Source: an optimization exercise on an open RTL-to-GDS flow (aim: a short achievable clock period and few clock cycles). Production flows keep margins and buffers that such runs may drop. The RTL was checked by simulation tests, not by an equivalence proof against the original design.

==> v18: inputs <==
## mips_cpu_harvard
module mips_cpu_harvard #(
  parameter logic [31:0] RESET_VECTOR = 32'hbfc0_0000
) (
  input  logic        clk,
  input  logic        rst_n,
  input  logic        clk_enable,
  output logic        active,
  output logic [31:0] register_v0,
  output logic [31:0] register_v3,
  output logic [31:0] instr_address,
  input  logic [31:0] instr_readdata,
  output logic [31:0] data_address,
  output logic        data_write,
  output logic        data_read,
  output logic [31:0] data_writedata,
  input  logic [31:0] data_readdata
);
  localparam int DW = 67;
  localparam logic [31:0] RV4 = RESET_VECTOR + 32'd4;
  wire ce = clk_enable;
  logic [31:0] fpc;
  logic        halted;
  logic [1023:0] rf;
  assign rf[31:0] = '0;
  logic [63:0]  bht_v;
  logic [127:0] bht_c;
  logic [7:0]   lp_v, lp_conf;
  logic [55:0]  lp_tag, lp_trip, lp_cnt;
  function automatic logic lp_exit(input logic [9:0] a);    
    lp_exit = lp_v[a[2:0]] && lp_conf[a[2:0]] && (lp_tag[a[2:0]*7 +: 7] == a[9:3]) &&
              (lp_cnt[a[2:0]*7 +: 7] + 7'd1 == lp_trip[a[2:0]*7 +: 7]);
  endfunction
  logic [19:0]      c_up;
  logic [31:0]      oe, oo;        
  logic [9:0]       a1i;           
  wire              apar = a1i[0];             
  ...
Settings: LEC_CHECK=0, ABC_CLOCK_PERIOD_IN_PS=2000, CAP_MARGIN=20, CORE_MARGIN=2, CORE_UTILIZATION=30, PLACE_DENSITY=0.45, SETUP_SLACK_MARGIN=5.0, SLEW_MARGIN=20, SYNTH_HIERARCHICAL=1, SYNTH_MINIMUM_KEEP_SIZE=0, TNS_END_PERCENT=10; clock period 10.5 ns.
run.sh (not shown) runs the stock make flow with config.mk's settings and CLKGATE_MAP_FILE= SYNTH_SCRIPT=/design/flow/synth_recipe.tcl, a recipe that flattens the netlist after the stock synthesis.
==> inputs of v4, as changes to v18 <==
--- a/flow/design.v
+++ b/flow/design.v
@@ -223,16 +223,37 @@
   assign bne    = bnei;
   assign jr     = jrr;
   assign jj     = j | jal;
   assign use_rs = (rtype & ~sll & ~srl) | addiu | slti | andi | ori | xori | lw | sw |
                   beqi | bnei | jrr;
   assign use_rt = rtype | sw | beqi | bnei;
 endmodule
 `default_nettype wire
+`default_nettype none
+module mips_decode_v (
+  input  logic [31:0] ins,
+  output logic [57:0] d
+);
+  logic        a_add, a_sub, a_and, a_or, a_xor, a_slt, a_sltu, a_sll, a_srl, a_imv, a_link;
+  logic        useimm, we, ld, st, beq, bne, jr, jj, use_rs, use_rt;
+  logic [4:0]  dest;
+  logic [31:0] imm;
+  mips_decode u_dec (
+    .ins(ins),
+    .a_add(a_add), .a_sub(a_sub), .a_and(a_and), .a_or(a_or), .a_xor(a_xor),
+    .a_slt(a_slt), .a_sltu(a_sltu), .a_sll(a_sll), .a_srl(a_srl), .a_imv(a_imv),
+    .a_link(a_link), .useimm(useimm), .we(we), .ld(ld), .st(st),
+    .beq(beq), .bne(bne), .jr(jr), .jj(jj), .use_rs(use_rs),
+    .use_rt(use_rt), .dest(dest), .imm(imm)
+  );
+  assign d = {a_add, a_sub, a_and, a_or, a_xor, a_slt, a_sltu, a_sll, a_srl, a_imv, a_link,
+              useimm, we, ld, st, beq, bne, jr, jj, use_rs, use_rt, dest, imm};
+endmodule
+`default_nettype wire
 `timescale 1ns/1ps
 `default_nettype none
 module mips_btarget (
   input  logic [31:0] pc4,
   input  logic [15:0] imm,
   output logic [31:0] target
 );
   logic [15:0] lo;
@@ -241,16 +262,29 @@
   logic [13:0] hip1, him1;
   mips_incdec #(.W(14)) u_hi (.x(pc4[31:18]), .inc(hip1), .dec(him1));
   wire up = c & ~imm[15];
   wire dn = ~c & imm[15];
   wire [13:0] hsel = ({14{up}} & hip1) | ({14{dn}} & him1) | ({14{~up & ~dn}} & pc4[31:18]);
   assign target = {hsel, lo, pc4[1:0]};
 endmodule
 `default_nettype wire
+`default_nettype none
+module mips_inc #(
+  parameter int W = 30
+) (
+  input  logic [W-1:0] x,
+  output logic [W-1:0] y
+);
+  assign y[0] = ~x[0];
+  for (genvar i = 1; i < W; i++) begin : bits
+    assign y[i] = x[i] ^ (&x[i-1:0]);
+  end
+endmodule
+`default_nettype wire
 `timescale 1ns/1ps
 `default_nettype none
 module mips_cpu_harvard #(
   parameter logic [31:0] RESET_VECTOR = 32'hbfc0_0000
 ) (
   input  logic        clk,
   input  logic        rst_n,
   input  logic        clk_enable,
@@ -293,22 +327,28 @@
   logic [31:0] w1res;
   logic        m_ld, m_st;
   logic [31:0] m_addr, m_wdata;
   logic [31:1] m_doh;
   logic [4:0]  m_dest;
   logic        s0v, s0pt;
   logic [31:0] s0w, s0tgt;
   logic [31:0] pf;
-  wire [31:0] fq  = fpc + 32'd4;
-  wire [31:0] fp8 = fpc + 32'd8;
+  logic [31:0] fq, fp8;
+  mips_inc #(.W(30)) u_fq  (.x(fpc[31:2]), .y(fq[31:2]));
+  mips_inc #(.W(29)) u_fp8 (.x(fpc[31:3]), .y(fp8[31:3]));
+  assign fq[1:0]  = fpc[1:0];
+  assign fp8[2:0] = fpc[2:0];
   wire        tpair = s0v && s0pt;
   wire [31:0] a1    = tpair ? s0tgt : fq;
-  wire [31:0] a1p4  = a1 + 32'd4;
-  wire [31:0] a1p8  = a1 + 32'd8;
+  logic [31:0] a1p4, a1p8;
+  mips_inc #(.W(30)) u_a1p4 (.x(a1[31:2]), .y(a1p4[31:2]));
+  mips_inc #(.W(29)) u_a1p8 (.x(a1[31:3]), .y(a1p8[31:3]));
+  assign a1p4[1:0] = a1[1:0];
+  assign a1p8[2:0] = a1[2:0];
   logic          ve, vo;
   logic [DW-1:0] de, do_;
   wire  [DW-1:0] ea = apar ? do_ : de;
   wire  [DW-1:0] eb = apar ? de : do_;
   wire           va = apar ? vo : ve;
   wire           vb = apar ? ve : vo;
   wire [31:0]    wa   = ea[62:31];
   wire [31:0]    wb   = eb[62:31];
@@ -326,28 +366,43 @@
   wire           up_fq = (fpc[31:12] == c_up) && (fpc[11:2] != 10'h3ff);
   wire           up_s0 = (s0tgt[31:12] == c_up);
   wire           up_a  = tpair ? up_s0 : up_fq;
   wire           up_b  = tpair ? (up_s0 && (s0tgt[11:2] != 10'h3ff)) : (up_fq && (fpc[11:3] != 9'h1ff));
   wire           al_a  = tpair ? (s0tgt[1:0] == 2'b00) : (fpc[1:0] == 2'b00);
   wire           hita  = va && (ea[66:63] == a1t) && up_a && al_a;
   wire           hitb  = vb && (eb[66:63] == a1pt) && up_b && al_a;
   wire [31:0] i0 = s0v ? s0w : instr_readdata;
-  logic        d0_add, d0_sub, d0_and, d0_or, d0_xor, d0_slt, d0_sltu, d0_sll, d0_srl, d0_imv, d0_link;
-  logic        d0_useimm, d0_we, d0_ld, d0_st, d0_beq, d0_bne, d0_jr, d0_jj, d0_use_rs, d0_use_rt;
-  logic [4:0]  d0_dest;
-  logic [31:0] d0_imm;
-  mips_decode u_dec0 (
-    .ins(i0),
-    .a_add(d0_add), .a_sub(d0_sub), .a_and(d0_and), .a_or(d0_or), .a_xor(d0_xor),
-    .a_slt(d0_slt), .a_sltu(d0_sltu), .a_sll(d0_sll), .a_srl(d0_srl), .a_imv(d0_imv),
-    .a_link(d0_link), .useimm(d0_useimm), .we(d0_we), .ld(d0_ld), .st(d0_st),
-    .beq(d0_beq), .bne(d0_bne), .jr(d0_jr), .jj(d0_jj), .use_rs(d0_use_rs),
-    .use_rt(d0_use_rt), .dest(d0_dest), .imm(d0_imm)
-  );
+  logic [57:0] dmv, s0d;
+  logic [31:0] s0rs_oh, s0rt_oh;
+  mips_decode_v u_decm (.ins(instr_readdata), .d(dmv));
+  wire  [57:0] d0v = s0v ? s0d : dmv;
+  wire         d0_add    = d0v[57];
+  wire         d0_sub    = d0v[56];
+  wire         d0_and    = d0v[55];
+  wire         d0_or     = d0v[54];
+  wire         d0_xor    = d0v[53];
+  wire         d0_slt    = d0v[52];
+  wire         d0_sltu   = d0v[51];
+  wire         d0_sll    = d0v[50];
+  wire         d0_srl    = d0v[49];
+  wire         d0_imv    = d0v[48];
+  wire         d0_link   = d0v[47];
+  wire         d0_useimm = d0v[46];
+  wire         d0_we     = d0v[45];
+  wire         d0_ld     = d0v[44];
+  wire         d0_st     = d0v[43];
+  wire         d0_beq    = d0v[42];
+  wire         d0_bne    = d0v[41];
+  wire         d0_jr     = d0v[40];
+  wire         d0_jj     = d0v[39];
+  wire         d0_use_rs = d0v[38];
+  wire         d0_use_rt = d0v[37];
+  wire  [4:0]  d0_dest   = d0v[36:32];
+  wire  [31:0] d0_imm    = d0v[31:0];
   wire [13:0] a1_hi   = a1[31:18];
   wire [13:0] a1p4_hi = a1p4[31:18];
   logic [13:0] a1_hip1, a1_him1, a1p4_hip1, a1p4_him1;
   mips_incdec #(.W(14)) u_id0 (.x(a1_hi), .inc(a1_hip1), .dec(a1_him1));
   mips_incdec #(.W(14)) u_id4 (.x(a1p4_hi), .inc(a1p4_hip1), .dec(a1p4_him1));
   wire [31:0] i1 = wa;
   logic        d1_add, d1_sub, d1_and, d1_or, d1_xor, d1_slt, d1_sltu, d1_sll, d1_srl, d1_imv, d1_link;
   logic        d1_useimm, d1_we, d1_ld, d1_st, d1_beq, d1_bne, d1_jr, d1_jj, d1_use_rs, d1_use_rt;
@@ -356,16 +411,19 @@
   mips_decode u_dec1 (
     .ins(i1),
     .a_add(d1_add), .a_sub(d1_sub), .a_and(d1_and), .a_or(d1_or), .a_xor(d1_xor),
     .a_slt(d1_slt), .a_sltu(d1_sltu), .a_sll(d1_sll), .a_srl(d1_srl), .a_imv(d1_imv),
     .a_link(d1_link), .useimm(d1_useimm), .we(d1_we), .ld(d1_ld), .st(d1_st),
     .beq(d1_beq), .bne(d1_bne), .jr(d1_jr), .jj(d1_jj), .use_rs(d1_use_rs),
     .use_rt(d1_use_rt), .dest(d1_dest), .imm(d1_imm)
   );
+  logic [57:0] d1v, dbv;
+  mips_decode_v u_dec1v (.ins(wa), .d(d1v));
+  mips_decode_v u_decb  (.ins(wb), .d(dbv));
   wire [4:0] f0_rs = i0[25:21];
   wire [4:0] f0_rt = i0[20:16];
   wire [4:0] f1_rs = i1[25:21];
   wire [4:0] f1_rt = i1[20:16];
   wire [31:0] rf31v = (w1v && (w1dest == 5'd31)) ? w1res : rf[31*32 +: 32];
   wire [31:0] rf31  = {rf31v[31:2], 2'b00};
   wire [5:0]  f0_bidx   = fpc[7:2];
   wire        f0_br     = d0_beq | d0_bne;
@@ -409,20 +467,24 @@
   wire pair     = hita && (!f0_pt || tpair) && !((d0_ld | d0_st) && p1_mem) &&
                   !raw01 && !waw01;
   wire [31:0] f_next = ({32{pair && f1_pt}}   & f1_tgt) | ({32{pair && !f1_pt}}  & a1p4) |
                        ({32{!pair && f0_pt}}  & f0_tgt) | ({32{!pair && !f0_pt}} & fq);
   wire        s0v_next   = pair ? (!f1_pt && hitb) : ((tpair || !f0_pt) && hita);
   wire [31:0] s0w_next   = pair ? wb : wa;
   wire [31:0] s0tgt_next = pair ? fb_tgt : f1_tgt;
   wire        s0pt_next  = pair ? fb_pt : f1_pt;
-  wire [31:0] pfd    = pf - fpc;
+  logic [31:0] pfd, pf4;
+  logic        pfd_co;
+  mips_ks_add #(.W(32), .L(5)) u_pfd (.a(pf), .b(~fpc), .ci(1'b1), .s(pfd), .co(pfd_co));
+  mips_inc #(.W(30)) u_pf4 (.x(pf[31:2]), .y(pf4[31:2]));
+  assign pf4[1:0] = pf[1:0];
   wire        pf_in  = (pfd != 32'd0) && (pfd[31:7] == 25'd0);
   wire        pf_far = pf_in && (pfd > 32'd8);
-  wire [31:0] pf_next = (s0v && pf_in) ? pf + 32'd4 : pf_far ? pf : fp8;
+  wire [31:0] pf_next = (s0v && pf_in) ? pf4 : pf_far ? pf : fp8;
   function automatic logic [31:0] onehot(input logic [4:0] r);
     onehot = 32'd1 << r;
   endfunction
   logic        x0v, x1v;
   logic [31:0] x0pc4, x1pc4;
   logic        x0pt, x1pt;
   logic [31:0] x0tgt, x1tgt;      
   logic [31:0] x0a, x0b, x1a, x1b;   
@@ -476,18 +538,18 @@
   wire       xld    = (x0v && x0_ld) || (x1v && x1_ld);
   wire [4:0] xldd   = x0_ld ? x0dest : x1dest;
   wire       f_uses = (d0_use_rs && (f0_rs == xldd)) || (d0_use_rt && (f0_rt == xldd)) ||
                       (pair && ((p1_use_rs && (f1_rs == xldd)) || (p1_use_rt && (f1_rt == xldd))));
   wire hold = xld && (xldd != 5'd0) && f_uses;
   wire x0w = x0go && x0_wr;
   wire x1w = x1go && x1_wr;
   logic [31:0] r0a, r0b, r1a, r1b;
-  mips_rdport u_rd0a (.rf(rf), .sel(onehot(f0_rs)), .q(r0a));
-  mips_rdport u_rd0b (.rf(rf), .sel(onehot(f0_rt)), .q(r0b));
+  mips_rdport u_rd0a (.rf(rf), .sel(s0v ? s0rs_oh : onehot(instr_readdata[25:21])), .q(r0a));
+  mips_rdport u_rd0b (.rf(rf), .sel(s0v ? s0rt_oh : onehot(instr_readdata[20:16])), .q(r0b));
   mips_rdport u_rd1a (.rf(rf), .sel(onehot(f1_rs)), .q(r1a));
   mips_rdport u_rd1b (.rf(rf), .sel(onehot(f1_rt)), .q(r1b));
   logic [31:0] f0a, f0b, f1a, f1b, f0o2, f1o2, f0a_n, f1a_n;
   mips_opnd u_op0a (.r(f0_rs), .rfv(r0a), .w1(x1w), .d1(x1dest), .v1(x1res), .w0(x0w), .d0(x0dest),
                     .v0(x0res), .ww(w1v), .dw(w1dest), .vw(w1res), .wm(m_ld), .dm(m_dest), .vm(data_readdata), .useimm(1'b0),
                     .imm(32'd0), .q(f0a), .q2(f0a_n));
   mips_opnd u_op0b (.r(f0_rt), .rfv(r0b), .w1(x1w), .d1(x1dest), .v1(x1res), .w0(x0w), .d0(x0dest),
                     .v0(x0res), .ww(w1v), .dw(w1dest), .vw(w1res), .wm(m_ld), .dm(m_dest), .vm(data_readdata), .useimm(d0_useimm),
@@ -516,33 +578,39 @@
   function automatic logic [31:0] bsel_o(input logic [5:0] a);
     bsel_o = 32'd1 << a[5:1];
   endfunction
   function automatic logic [31:0] bsel_e(input logic [5:0] a);
     logic [31:0] o;
     o = 32'd1 << a[5:1];
     bsel_e = a[0] ? {o[30:0], o[31]} : o;
   endfunction
+  wire [9:0] fq1i = fpc[11:2] + 10'd1;
   logic [31:0] ia_q;
   assign instr_address = ia_q;
   always_ff @(posedge clk or negedge rst_n) begin
     if (!rst_n) begin
       ia_q <= RESET_VECTOR;
       a1i  <= RV4[11:2];
       oo   <= bsel_o(RV4[7:2]);
       oe   <= bsel_e(RV4[7:2]);
     end else if (ce && !halted) begin
       if (halt_now) begin
         ia_q <= 32'd0;
       end else if (redirect) begin
         ia_q <= redir_pc;
         a1i  <= ra1i;
         oo   <= bsel_o(ra1i[5:0]);
         oe   <= bsel_e(ra1i[5:0]);
-      end else if (!hold) begin
+      end else if (hold) begin
+        ia_q <= fpc;
+        a1i  <= fq1i;
+        oo   <= bsel_o(fq1i[5:0]);
+        oe   <= bsel_e(fq1i[5:0]);
+      end else begin
         ia_q <= s0v_next ? pf_next : f_next;
         a1i  <= na1i;
         oo   <= bsel_o(na1i[5:0]);
         oe   <= bsel_e(na1i[5:0]);
       end
     end
   end
   always_ff @(posedge clk or negedge rst_n) begin
@@ -578,39 +646,45 @@
   always_ff @(posedge clk or negedge rst_n) begin
     if (!rst_n) begin
       s0v <= 1'b0;
       pf  <= '0;
     end else if (ce && !halted) begin
       if (halt_now || redirect) begin
         s0v <= 1'b0;
         pf  <= pf_next;
-      end else if (!hold) begin
+      end else if (hold) begin
+        s0v <= 1'b0;
+        pf  <= pf_next;
+      end else begin
         s0v <= s0v_next;
         pf  <= pf_next;
       end
     end
   end
   always_ff @(posedge clk) begin
-    if (ce && !halted && !hold) begin
+    if (ce && !halted) begin
+      s0d     <= pair ? dbv : d1v;
+      s0rs_oh <= pair ? onehot(wb[25:21]) : onehot(wa[25:21]);
+      s0rt_oh <= pair ? onehot(wb[20:16]) : onehot(wa[20:16]);
       s0w   <= s0w_next;
       s0tgt <= s0tgt_next;
       s0pt  <= s0pt_next;
     end
   end
   always_ff @(posedge clk) begin
     if (ce) begin
       x0a <= f0a;  x0b <= f0b;  x1a <= f1a;  x1b <= f1b;
       x0o2 <= f0o2;
       x1o2 <= f1o2;
       x0pc4 <= fq;             x1pc4 <= a1p4;
       x0pt  <= f0_pt;          x1pt  <= f1_pt;
       x0tgt <= f0_tgt;         x1tgt <= f1_tgt;
-      x0doh <= onehot(d0_dest) >> 1;  x1doh <= onehot(d1_dest) >> 1;
-      x0dest <= d0_dest;       x1dest <= d1_dest;
+      x0doh <= onehot(d0_dest) >> 1;  x1doh <= onehot(p1_dest) >> 1;
+      x0dest <= d0_dest;       x1dest <= p1_dest;
       x0sh <= i0[10:6];        x1sh <= i1[10:6];
       x0_add <= d0_add; x0_sub <= d0_sub; x0_and <= d0_and; x0_or <= d0_or; x0_xor <= d0_xor;
       x0_slt <= d0_slt; x0_sltu <= d0_sltu; x0_sll <= d0_sll; x0_srl <= d0_srl; x0_imv <= d0_imv;
       x0_link <= d0_link; x0_wr <= d0_we & ~d0_ld; x0_ld <= d0_ld;
       x0_st <= d0_st; x0_beq <= d0_beq; x0_bne <= d0_bne; x0_jr <= d0_jr; x0_jj <= d0_jj;
       x1_add <= d1_add; x1_sub <= d1_sub; x1_and <= d1_and; x1_or <= d1_or; x1_xor <= d1_xor;
       x1_slt <= d1_slt; x1_sltu <= d1_sltu; x1_sll <= d1_sll; x1_srl <= d1_srl; x1_imv <= d1_imv;
       x1_link <= d1_link; x1_wr <= d1_we & ~d1_ld; x1_ld <= d1_ld;
@@ -665,17 +739,17 @@
         else if (w1v && w1doh[g]) q <= w1res;
         else if (m_ld && m_doh[g]) q <= data_readdata;
       end
     end
     assign rf[g*32 +: 32] = q;
   end
   assign register_v0 = rf[2*32 +: 32];
   assign register_v3 = rf[3*32 +: 32];
-  wire [31:0] c_wa   = s0v ? pf : fpc;
+  wire [31:0] c_wa   = ia_q;            
   wire        c_newu = (c_wa[31:12] != c_up);
   wire        c_we   = !halted && (c_wa[1:0] == 2'b00) && !(s0v && c_newu);
   wire [31:0] cw     = instr_readdata;
   wire [5:0]  cw_op  = cw[31:26];
   logic [16:0] cw_lo;
   mips_ks_add #(.W(16), .L(4)) u_cwlo (.a(c_wa[17:2]), .b(cw[15:0]), .ci(1'b1), .s(cw_lo[15:0]),
                                        .co(cw_lo[16]));
   wire [3:0]  cw_pd  = {(cw_op == 6'h04) || (cw_op == 6'h05),
==> impl_metrics.toml <==
[outcome]
run_status = "failed layout checks"
check.faults = "capacitance limit, slew limit"

[floorplan]
floorplan.initialDensity = 0.301
placeableCoreArea_um2 = 1190000

[timing]
finalMaxSlewViolations = 22
finalHoldWorstSlack_ns = 0.379

[final_layout]
stdcell_area_um2 = 426000

[detailed_routing]
totalWireLength_um = 2320000
drt_iter0_drc = 59200

[pwr]
cellPowerDensity_nw_per_um2 = 333
internal_portion_of_total_power_mw = 70.2
clockPowerShare = 0.199

[cts]
clock_buffers_created_by_tritoncts = 799

[worst_setup_path]
timing.critical_path.from = "instr_readdata[17]"

[run]
cap_viol_max_count = 2

[placed_design]
finalWeightedCongestion = 1.04

[global_routing]
grt_util_all_layers = 0.369
The numbers above come from v4.

==> impl_metrics.toml <==
[global_routing]
grt_util_all_layers = 0.349

[pwr]
internal_portion_of_total_power_mw = 61.5
cellPowerDensity_nw_per_um2 = 269

[floorplan]
floorplan.initialDensity = 0.301
placeableCoreArea_um2 = 1160000
total_number_of_placement_rows = 396

[detailed_routing]
drt_iter0_drc = 54600
totalWireLength_um = 2150000

[timing]
finalHoldWorstSlack_ns = 0.417
finalMaxSlewViolations = 0

[cts]
clock_buffers_created_by_tritoncts = 788

[run]
cap_viol_max_count = 0

[outcome]
run_status = "timing/DRC/antenna clean"

[worst_setup_path]
timing.critical_path.from = "x1b[5]$_DFFE_PP_"

[placed_design]
finalWeightedCongestion = 1.03
The numbers above come from v18.

Testbench counts of v18, summed over its fixed seeds: cycles 13,385.
Testbench counts of v4, summed over its fixed seeds: cycles 13,385.

## what the ideal ports hide
How much do the figures lean on ideal ports? The routed layouts below were timed once more, with nothing changed but the port constraints.
Step 1: set_driving_cell puts a clkbuf_16 on clk and a buf_2 on each other input, an assumption about the parent block.
Step 2 moves the port delays by t, midway between the first and last clock arrival at a register: inputs arrive t later, outputs are due t later. That takes back most of the time a late clock gives input paths.
a / b / c = ideal / step 1 / step 2; a / b = the first two.
| run | shift t [ns] | setup slack, ns | latest minus earliest clock arrival (ns) | pins driven straight from the clock port |
|---|---|---|---|---|
| v18 | 1.346 | 4.415 / 4.415 / 3.202 | 0.162 / 0.162 | 1 |
| v4 | 1.399 | 4.032 / 4.165 / 2.766 | 0.185 / 0.185 | 1 |
The setup slack of v4, which loses most, moves by +0.133 ns with the drivers and by -1.266 ns with both steps.
